What follows belongs to an exercise in optimizing a design on an open flow for a short achievable clock period and few clock cycles; a production flow would make more cautious choices. Only simulation tests tie the RTL to the original design; equivalence was not proved.

<file path="run.sh">
#!/bin/bash
# synth_recipe.tcl (not shown) runs the flow's synth.tcl, then flattens the netlist and writes it again
# the make line also repeats each setting of config.mk as NAME=value (left out here)
make -C /OpenROAD-flow-scripts/flow DESIGN_CONFIG=/design/flow/config.mk WORK_HOME=/design/flow/orfs CLKGATE_MAP_FILE= SYNTH_SCRIPT=/design/flow/synth_recipe.tcl finish
</file>
<file path="config.mk">
export PLATFORM = sky130hd
export DESIGN_NAME = sliding_window_arq_tracker
export DESIGN_NICKNAME = sliding_window_arq_tracker
export VERILOG_FILES = /design/flow/design.v
export SDC_FILE = /design/flow/constraint.sdc
export NUM_CORES = 4
export LEC_CHECK = 0
export CAP_MARGIN = 20
export CORE_MARGIN = 2
export CORE_UTILIZATION = 40
export SLEW_MARGIN = 20
</file>
<file path="constraint.sdc">
create_clock -name core_clock -period 10.0 [get_ports {i_clk}]
set_input_delay 2.0000 -clock core_clock [delete_from_list [all_inputs] [get_ports {i_clk}]]
set_output_delay 2.0000 -clock core_clock [all_outputs]
set_load 0.01 [all_outputs]
</file>
<file path="design.v">
package swat_pkg;
    typedef enum logic [1:0] {
        ACT_SEND = 2'd0,
        ACT_RECV = 2'd1,
        ACT_ACK  = 2'd2,
        ACT_POLL = 2'd3
    } t_action;
    localparam logic [1:0] STAT_OK      = 2'd0;
    localparam logic [1:0] STAT_FULL    = 2'd1;
    localparam logic [1:0] STAT_INVALID = 2'd2;
    localparam logic REG_WINDOW_SIZE = 1'b0;
    localparam logic REG_TIMEOUT     = 1'b1;
    localparam logic [5:0]  MAX_WINDOW    = 6'd32;
    localparam logic [5:0]  RESET_WINDOW  = 6'd8;
    localparam logic [31:0] RESET_TIMEOUT = 32'd1000;
    typedef struct packed {
        t_action     action;
        logic [31:0] seq_in;
        logic        ack_flag;
        logic [31:0] time_now;
    } t_req;
    typedef struct packed {
        logic [1:0]  status;
        logic [31:0] seq_out;
        logic [4:0]  slot;
        logic        retransmit_valid;
        logic        can_send;
        logic [31:0] retransmit_count;
        logic [31:0] duplicate_count;
        logic [31:0] out_of_order_count;
        logic        last;
    } t_res;
    typedef enum logic [3:0] {
        S_IDLE,
        S_MOD,
        S_SEND,
        S_RX,
        S_RX_DRAIN,
        S_RX_SLIDE,
        S_ACK,
        S_P_LOOP,
        S_P_CHK,
        S_P_ADV,
        S_EMIT
    } t_state;
endpackage
module sliding_window_arq_tracker (
    input  logic            i_clk,
    input  logic            i_rst_n,
    input  logic            start,
    output logic            busy,
    input  logic [66:0]     i_req,
    output logic            o_valid,
    output logic [137:0]    o_res,
    input  logic            i_cfg_we,
    input  logic            i_cfg_idx,
    input  logic [31:0]     i_cfg_data
);
    swat_pkg::t_state r_state, n_state;
    swat_pkg::t_action r_act, n_act;
    logic [31:0] r_seq, n_seq, r_now, n_now;
    logic [5:0]  r_wsize;
    logic [31:0] r_timeout;
    logic [31:0] r_tx_next, n_tx_next, r_tx_base, n_tx_base, r_tx_pend, n_tx_pend;
    logic [31:0] r_rx_next, n_rx_next, r_rx_base, n_rx_base, r_rx_seen, n_rx_seen;
    logic [31:0] r_resend, n_resend, r_dup, n_dup, r_ooo, n_ooo;
    logic [31:0] r_div, n_div;
    logic [4:0]  r_rem, n_rem, r_cnt, n_cnt, r_idx, n_idx;
    logic [5:0]  r_i, n_i;
    logic [1:0]  r_e_status, n_e_status;
    logic [31:0] r_e_seq, n_e_seq;
    logic [4:0]  r_e_slot, n_e_slot;
    logic        r_e_rv, n_e_rv, r_e_last, n_e_last;
    logic        r_valid, n_valid;
    swat_pkg::t_res r_res, n_res;
    swat_pkg::t_req req;
    assign req = swat_pkg::t_req'(i_req);
    logic [31:0] r_mem [32];
    logic [31:0] r_vld;
    logic [31:0] r_mem_q;
    logic        r_vld_q;
    logic        wr_en;
    logic [31:0] wr_data;
    logic [5:0]  win;
    logic        room;
    logic [5:0]  mod_t;
    logic [31:0] diff, off, d, k, stamp;
    logic [5:0]  idx_inc;
    assign win  = (r_wsize == 6'd0) ? 6'd1 :
                  (r_wsize > swat_pkg::MAX_WINDOW) ? swat_pkg::MAX_WINDOW : r_wsize;
    assign room = (r_tx_next - r_tx_base) < {26'd0, win};
    assign mod_t = {r_rem, r_div[31]};
    assign stamp = r_vld_q ? r_mem_q : 32'd0;
    assign idx_inc = {1'b0, r_idx} + 6'd1;
    always_comb begin
        n_state = r_state; n_act = r_act; n_seq = r_seq; n_now = r_now;
        n_tx_next = r_tx_next; n_tx_base = r_tx_base; n_tx_pend = r_tx_pend;
        n_rx_next = r_rx_next; n_rx_base = r_rx_base; n_rx_seen = r_rx_seen;
        n_resend = r_resend; n_dup = r_dup; n_ooo = r_ooo;
        n_div = r_div; n_rem = r_rem; n_cnt = r_cnt; n_idx = r_idx; n_i = r_i;
        n_e_status = r_e_status; n_e_seq = r_e_seq; n_e_slot = r_e_slot;
        n_e_rv = r_e_rv; n_e_last = r_e_last;
        n_valid = 1'b0; n_res = r_res;
        wr_en = 1'b0; wr_data = r_now;
        diff = r_seq - r_tx_base;
        off = r_seq - r_rx_base;
        d = r_rx_next - r_rx_base;
        k = d - {26'd0, win} + 32'd1;
        unique case (r_state)
            swat_pkg::S_IDLE: begin
                if (start) begin
                    n_act = req.action; n_seq = req.seq_in; n_now = req.time_now;
                    n_e_status = swat_pkg::STAT_OK; n_e_seq = 32'd0; n_e_slot = 5'd0;
                    n_e_rv = 1'b0; n_e_last = 1'b1;
                    n_rem = 5'd0; n_cnt = 5'd31;
                    unique case (req.action)
                        swat_pkg::ACT_SEND: begin
                            if (room) begin
                                n_div = r_tx_next; n_state = swat_pkg::S_MOD;
                            end else begin
                                n_e_status = swat_pkg::STAT_FULL; n_state = swat_pkg::S_EMIT;
                            end
                        end
                        swat_pkg::ACT_RECV: n_state = swat_pkg::S_RX;
                        swat_pkg::ACT_ACK: begin
                            if (req.ack_flag) begin
                                n_state = swat_pkg::S_ACK;
                            end else begin
                                n_e_status = swat_pkg::STAT_INVALID;
                                n_state = swat_pkg::S_EMIT;
                            end
                        end
                        default: begin
                            n_div = r_tx_base; n_state = swat_pkg::S_MOD;
                        end
                    endcase
                end
            end
            swat_pkg::S_MOD: begin
                n_rem = (mod_t >= win) ? 5'(mod_t - win) : mod_t[4:0];
                n_div = {r_div[30:0], 1'b0};
                n_cnt = r_cnt - 5'd1;
                if (r_cnt == 5'd0) begin
                    n_idx = n_rem; n_i = 6'd0;
                    n_state = (r_act == swat_pkg::ACT_SEND) ? swat_pkg::S_SEND
                                                             : swat_pkg::S_P_LOOP;
                end
            end
            swat_pkg::S_SEND: begin
                wr_en = 1'b1;
                diff = r_tx_next - r_tx_base;
                if (diff < 32'd32) n_tx_pend = r_tx_pend | (32'd1 << diff[4:0]);
                n_tx_next = r_tx_next + 32'd1;
                n_e_seq = r_tx_next; n_e_slot = r_idx;
                n_state = swat_pkg::S_EMIT;
            end
            swat_pkg::S_RX: begin
                n_state = swat_pkg::S_EMIT;
                if (r_seq == r_rx_next) begin
                    n_rx_next = r_rx_next + 32'd1;
                    n_state = swat_pkg::S_RX_DRAIN;
                end else if (r_seq > r_rx_next) begin
                    if (off < {26'd0, win}) begin
                        if (!r_rx_seen[off[4:0]]) begin
                            n_ooo = r_ooo + 32'd1;
                            n_rx_seen = r_rx_seen | (32'd1 << off[4:0]);
                        end else begin
                            n_dup = r_dup + 32'd1;
                        end
                        n_e_seq = r_rx_next - 32'd1;
                    end else begin
                        n_e_status = swat_pkg::STAT_INVALID;
                    end
                end else begin
                    n_dup = r_dup + 32'd1;
                    n_e_seq = r_rx_next - 32'd1;
                end
            end
            swat_pkg::S_RX_DRAIN: begin
                if (d < 32'd32 && r_rx_seen[d[4:0]]) begin
                    n_rx_seen = r_rx_seen & ~(32'd1 << d[4:0]);
                    n_rx_next = r_rx_next + 32'd1;
                end else begin
                    n_state = swat_pkg::S_RX_SLIDE;
                end
            end
            swat_pkg::S_RX_SLIDE: begin
                if (d >= {26'd0, win}) begin
                    n_rx_base = r_rx_base + k;
                    n_rx_seen = (k >= 32'd32) ? 32'd0 : (r_rx_seen >> k[4:0]);
                end
                n_e_seq = r_rx_next - 32'd1;
                n_state = swat_pkg::S_EMIT;
            end
            swat_pkg::S_ACK: begin
                if (r_seq >= r_tx_base) begin
                    if (diff >= 32'd31) begin
                        n_tx_pend = 32'd0;
                        n_tx_base = r_tx_base + 32'd32;
                    end else begin
                        n_tx_pend = r_tx_pend >> (diff[4:0] + 5'd1);
                        n_tx_base = r_tx_base + diff + 32'd1;
                    end
                end
                n_state = swat_pkg::S_EMIT;
            end
            swat_pkg::S_P_LOOP: begin
                if (r_i >= win) begin
                    n_e_seq = 32'd0; n_e_slot = 5'd0; n_e_rv = 1'b0; n_e_last = 1'b1;
                    n_state = swat_pkg::S_EMIT;
                end else if (r_tx_pend[r_i[4:0]]) begin
                    n_state = swat_pkg::S_P_CHK;
                end else begin
                    n_state = swat_pkg::S_P_ADV;
                end
            end
            swat_pkg::S_P_CHK: begin
                n_state = swat_pkg::S_P_ADV;
                if ((r_now - stamp) > r_timeout) begin
                    wr_en = 1'b1;
                    n_resend = r_resend + 32'd1;
                    n_e_seq = r_tx_base + {26'd0, r_i};
                    n_e_slot = r_idx; n_e_rv = 1'b1; n_e_last = 1'b0;
                    n_state = swat_pkg::S_EMIT;
                end
            end
            swat_pkg::S_P_ADV: begin
                n_i = r_i + 6'd1;
                n_idx = (idx_inc == win) ? 5'd0 : idx_inc[4:0];
                n_state = swat_pkg::S_P_LOOP;
            end
            swat_pkg::S_EMIT: begin
                n_valid = 1'b1;
                n_res.status = r_e_status;
                n_res.seq_out = r_e_seq;
                n_res.slot = r_e_slot;
                n_res.retransmit_valid = r_e_rv;
                n_res.can_send = room;
                n_res.retransmit_count = r_resend;
                n_res.duplicate_count = r_dup;
                n_res.out_of_order_count = r_ooo;
                n_res.last = r_e_last;
                n_state = r_e_last ? swat_pkg::S_IDLE : swat_pkg::S_P_ADV;
            end
            default: n_state = swat_pkg::S_IDLE;
        endcase
    end
    always_ff @(posedge i_clk) begin
        if (!i_rst_n) begin
            r_state <= swat_pkg::S_IDLE;
            r_wsize <= swat_pkg::RESET_WINDOW;
            r_timeout <= swat_pkg::RESET_TIMEOUT;
            r_tx_next <= '0; r_tx_base <= '0; r_tx_pend <= '0;
            r_rx_next <= '0; r_rx_base <= '0; r_rx_seen <= '0;
            r_resend <= '0; r_dup <= '0; r_ooo <= '0;
            r_valid <= 1'b0;
            r_vld <= '0;
        end else begin
            r_state <= n_state;
            if (i_cfg_we) begin
                if (i_cfg_idx == swat_pkg::REG_WINDOW_SIZE) r_wsize <= i_cfg_data[5:0];
                else r_timeout <= i_cfg_data;
            end
            r_tx_next <= n_tx_next; r_tx_base <= n_tx_base; r_tx_pend <= n_tx_pend;
            r_rx_next <= n_rx_next; r_rx_base <= n_rx_base; r_rx_seen <= n_rx_seen;
            r_resend <= n_resend; r_dup <= n_dup; r_ooo <= n_ooo;
            r_valid <= n_valid;
            if (wr_en) r_vld[r_idx] <= 1'b1;
        end
    end
    always_ff @(posedge i_clk) begin
        r_act <= n_act; r_seq <= n_seq; r_now <= n_now;
        r_div <= n_div; r_rem <= n_rem; r_cnt <= n_cnt; r_idx <= n_idx; r_i <= n_i;
        r_e_status <= n_e_status; r_e_seq <= n_e_seq; r_e_slot <= n_e_slot;
        r_e_rv <= n_e_rv; r_e_last <= n_e_last;
        r_res <= n_res;
    end
    always_ff @(posedge i_clk) begin
        if (wr_en) r_mem[r_idx] <= wr_data;
        r_mem_q <= r_mem[r_idx];
        r_vld_q <= r_vld[r_idx];
    end
    assign busy    = (r_state != swat_pkg::S_IDLE);
    assign o_valid = r_valid;
    assign o_res   = r_res;
endmodule
</file>
==> results.json <==
{
  "grt_pass1_wl_um": 394000,
  "grt_max_degree": 198,
  "yosysSeqAreaShare_pct": 54.3,
  "path_max_fanout": 13,
  "core_um2": 218000,
  "max_freq_mhz": 121,
  "syn_area_um2": 87800,
  "post-cts-setup-buffers": 0,
  "critPathLaunch": "r_rx_next[0]",
  "async_flop_share_pct": 0,
  "slew_headroom_pct": 20.3,
  "r2r_end": "r_rx_base[31]",
  "first_iter_violations": 7373,
  "tightest_slew_ns": 1.19,
  "cts.repair.resized": 0,
  "slowest_stage": "xnor2_1",
  "clockBufferDepth": 3,
  "root_buffer": "clkbuf_16",
  "core.rowCount": 171,
  "required_ns": 10.76,
  "fp.dieH_um": 472,
  "reg2reg_setup_slack_ns": 1.75,
  "syn_nets": 7879,
  "port_buffers": 243,
  "gr-usage-all-layers_pct": 23.3,
  "finalWeightedCongestion": 0.922,
  "worstSetupEndpointType": "flop",
  "top_layer": "met5",
  "wl_met3_um": 21600,
  "final_common_cell": "edfxtp_1",
  "antenna_found_initial": 18,
  "critPathKind": "reg -> reg",
  "outcome": "complete, no violations",
  "start_kind": "flop",
  "cts-buffers-inserted": 183,
  "routed-wl-met2_um": 123000,
  "hold_violations": 0,
  "worstHoldStart": "r_e_seq[5]",
  "cpPeakStageDelay_ns": 0.83,
  "fin_crit_sh_pct": 82.5,
  "postCtsHoldBufs": 0,
  "cts.sinks": 1718,
  "reg2reg_depth": 29,
  "drive_above_1_share_pct": 11.2,
  "hold_depth": 0,
  "ys.warnings.count": 1,
  "drtPass1Iterations": 5,
  "grt_pass1_vias": 60500,
  "synth.avg_cell_area_um2": 11.9,
  "ios": 244,
  "cp.arrival_ns": 9.02,
  "mostFrequentLayoutCells": "edfxtp_1 (1322), nor2_1 (630), a21oi_1 (529), nand2_1 (507), dfxtp_1 (396)",
  "tns_ns": 0,
  "r2r-start": "r_rx_next[0]",
  "rsz0062_at_grt": "no",
  "synthDistinctLibCells": 93,
  "cap_violations": 0,
  "die_area_um2": 223000,
  "setup_violations": 0,
  "post_drt_wl_per_cell_um": 25.2,
  "hold_path_class": "reg -> reg",
  "syn_to_final_growth_pct": 14.5,
  "wirelength_um": 267000,
  "clkTransAtPathRegs_ns": 0.06,
  "finalClockSkew_ns": 0.0795,
  "initial_core_util_pct": 40.3,
  "dp.cells": 10300,
  "grt_overflow_total": 0,
  "synth_seq_cells": 1718,
  "synth-edff-count": 1322,
  "postRouteAntennaNets": 0,
  "cts_max_level": 4,
  "slew_violations": 0,
  "wl_met1_um": 115000,
  "netlist_instances": 7385,
  "cts_tree": "yes",
  "finalNetCount": 8092,
  "fin_crit_ns": 8.25,
  "synth_top_flop_cell": "edfxtp_1",
  "holdPathEnd": "r_res[109]",
  "dpl.hpwl_um": 190000,
  "viasPerCell": 5.94,
  "drc": 0,
  "vias": 63100,
  "die_w_um": 472,
  "layout.cells.non_filler": 10600,
  "clock_latency_ns": 0.88
}
-- cells by family after synthesis --
kind of cell / share of synthesized area, %
AO/OA/AOI/OAI: 11.7
AND/OR/NAND/NOR: 11.6
XOR/XNOR: 3.84
adder cells (fa/ha/maj): 5.66
multiplexers: 10.2
buffers and inverters: 2.80
flip-flops: 54.3
-- state kept, by name (all words and copies together), names as in the netlist, 32 cells and up --
register / count
r_rx_seen: 32
r_seq: 32
r_rx_base: 32
r_tx_base: 32
r_timeout: 32
r_resend: 32
r_ooo: 32
r_tx_next: 32
r_res: 138
r_rx_next: 32
r_mem: 1024
r_now: 32
r_div: 32
r_mem_q: 32
r_tx_pend: 32
r_e_seq: 32
r_vld: 32
r_dup: 32
-- Yosys cell counts, drive strengths merged, types with 123 or more instances --
cell	number	share of area (%)
edfxtp	1322	45
nor2	666	2.9
a21oi	536	3.1
nand2	507	2.2
dfxtp	396	9.0
ha	378	5.4
o21ai	352	2.0
mux4	306	7.9
inv	299	1.3
clkbuf	293	1.3
xnor2	248	2.5
mux2i	174	2.0
nand3	166	0.95
nor3	150	0.86
xor2	137	1.4
a21o	129	1.1
nand4	128	0.91
a22oi	123	1.1
-- stage by stage --
step | hold WS, ns | cell area [um2] | worst slack [ns] | utilization (%)
6_report | 0.419 | 100000 | 1.75 | 46.2
5_1_grt | 0.424 | 100000 | 1.21 | 46.2
4_1_cts | 0.421 | 100000 | 1.56 | 46.1
3_5_place_dp | 0.405 | 93900 | 1.56 | 43.1
3_3_place_gp | 0.401 | 93800 | 1.54 | 43.1
2_1_floorplan | 0.400 | 87800 | 2.09 | -
-- critical path: cells and delay by family (launching register included) --
family / cells / cell delay, ns
and+or+nand+nor: 7 / 0.92
buffers and inverters: 2 / 0.21
adders and majority gates: 5 / 1.91
xor gates and xnor gates: 2 / 0.99
muxes: 1 / 0.20
AOI/OAI and AO/OA: 12 / 3.49
DFF: 1 / 0.46
-- how the worst max path moves through the flow --
stage	end	slack [ns]
floorplan	r_e_seq[0]	2.09
global placement	r_mem[12][27]	1.54
detailed placement	r_mem[12][24]	1.56
CTS	r_mem[12][4]	1.56
global route	r_rx_base[30]	1.21
finish	r_rx_base[31]	1.75
-- cell type report --
class                      instances  area (um2)
clock buffer                     224        4820
fill                           19400      117000
timing repair buffer             376        3690
sequential                      1718       47600
multi-input combinational       5017       38100
inverter                         302        1140
clock inverter                   120        1540
tap                             2854        3570
antenna                            7        17.5
-- layer usage --
layer / GRT usage (%) / vias up
met2: 37.0 / 2691
li1: - / 28400
met1: 33.3 / 31500
met4: 6.63 / 4
met3: 3.48 / 419
met5: 0 / -
Testbench counts, summed over its fixed seeds: cycles 314,037.

-- what the ideal ports hide --
Ports are ideal in the flow. The routed layout listed here was re-timed in OpenROAD. Step 1 sets driving cells, clkbuf_16 on the clock port and buf_2 on the other inputs (assumed; they add their load-dependent delay and slew). Step 2 times the ports against the registers' clock, not the clock port: input delays grow and output delays shrink by t, the midpoint of the rising clock arrivals with the driver on. Slacks: no drivers / after step 1 / after step 2; pairs: no drivers / after step 1.
shift t [ns]: 0.929
setup WS [ns]: 1.745 / 1.745 / 1.745
worst setup path at the end: register to register
After both steps setup and hold are still met in this run. For this run, drivers alone change the setup slack by 0.000 ns; drivers and shift together by 0.000 ns.
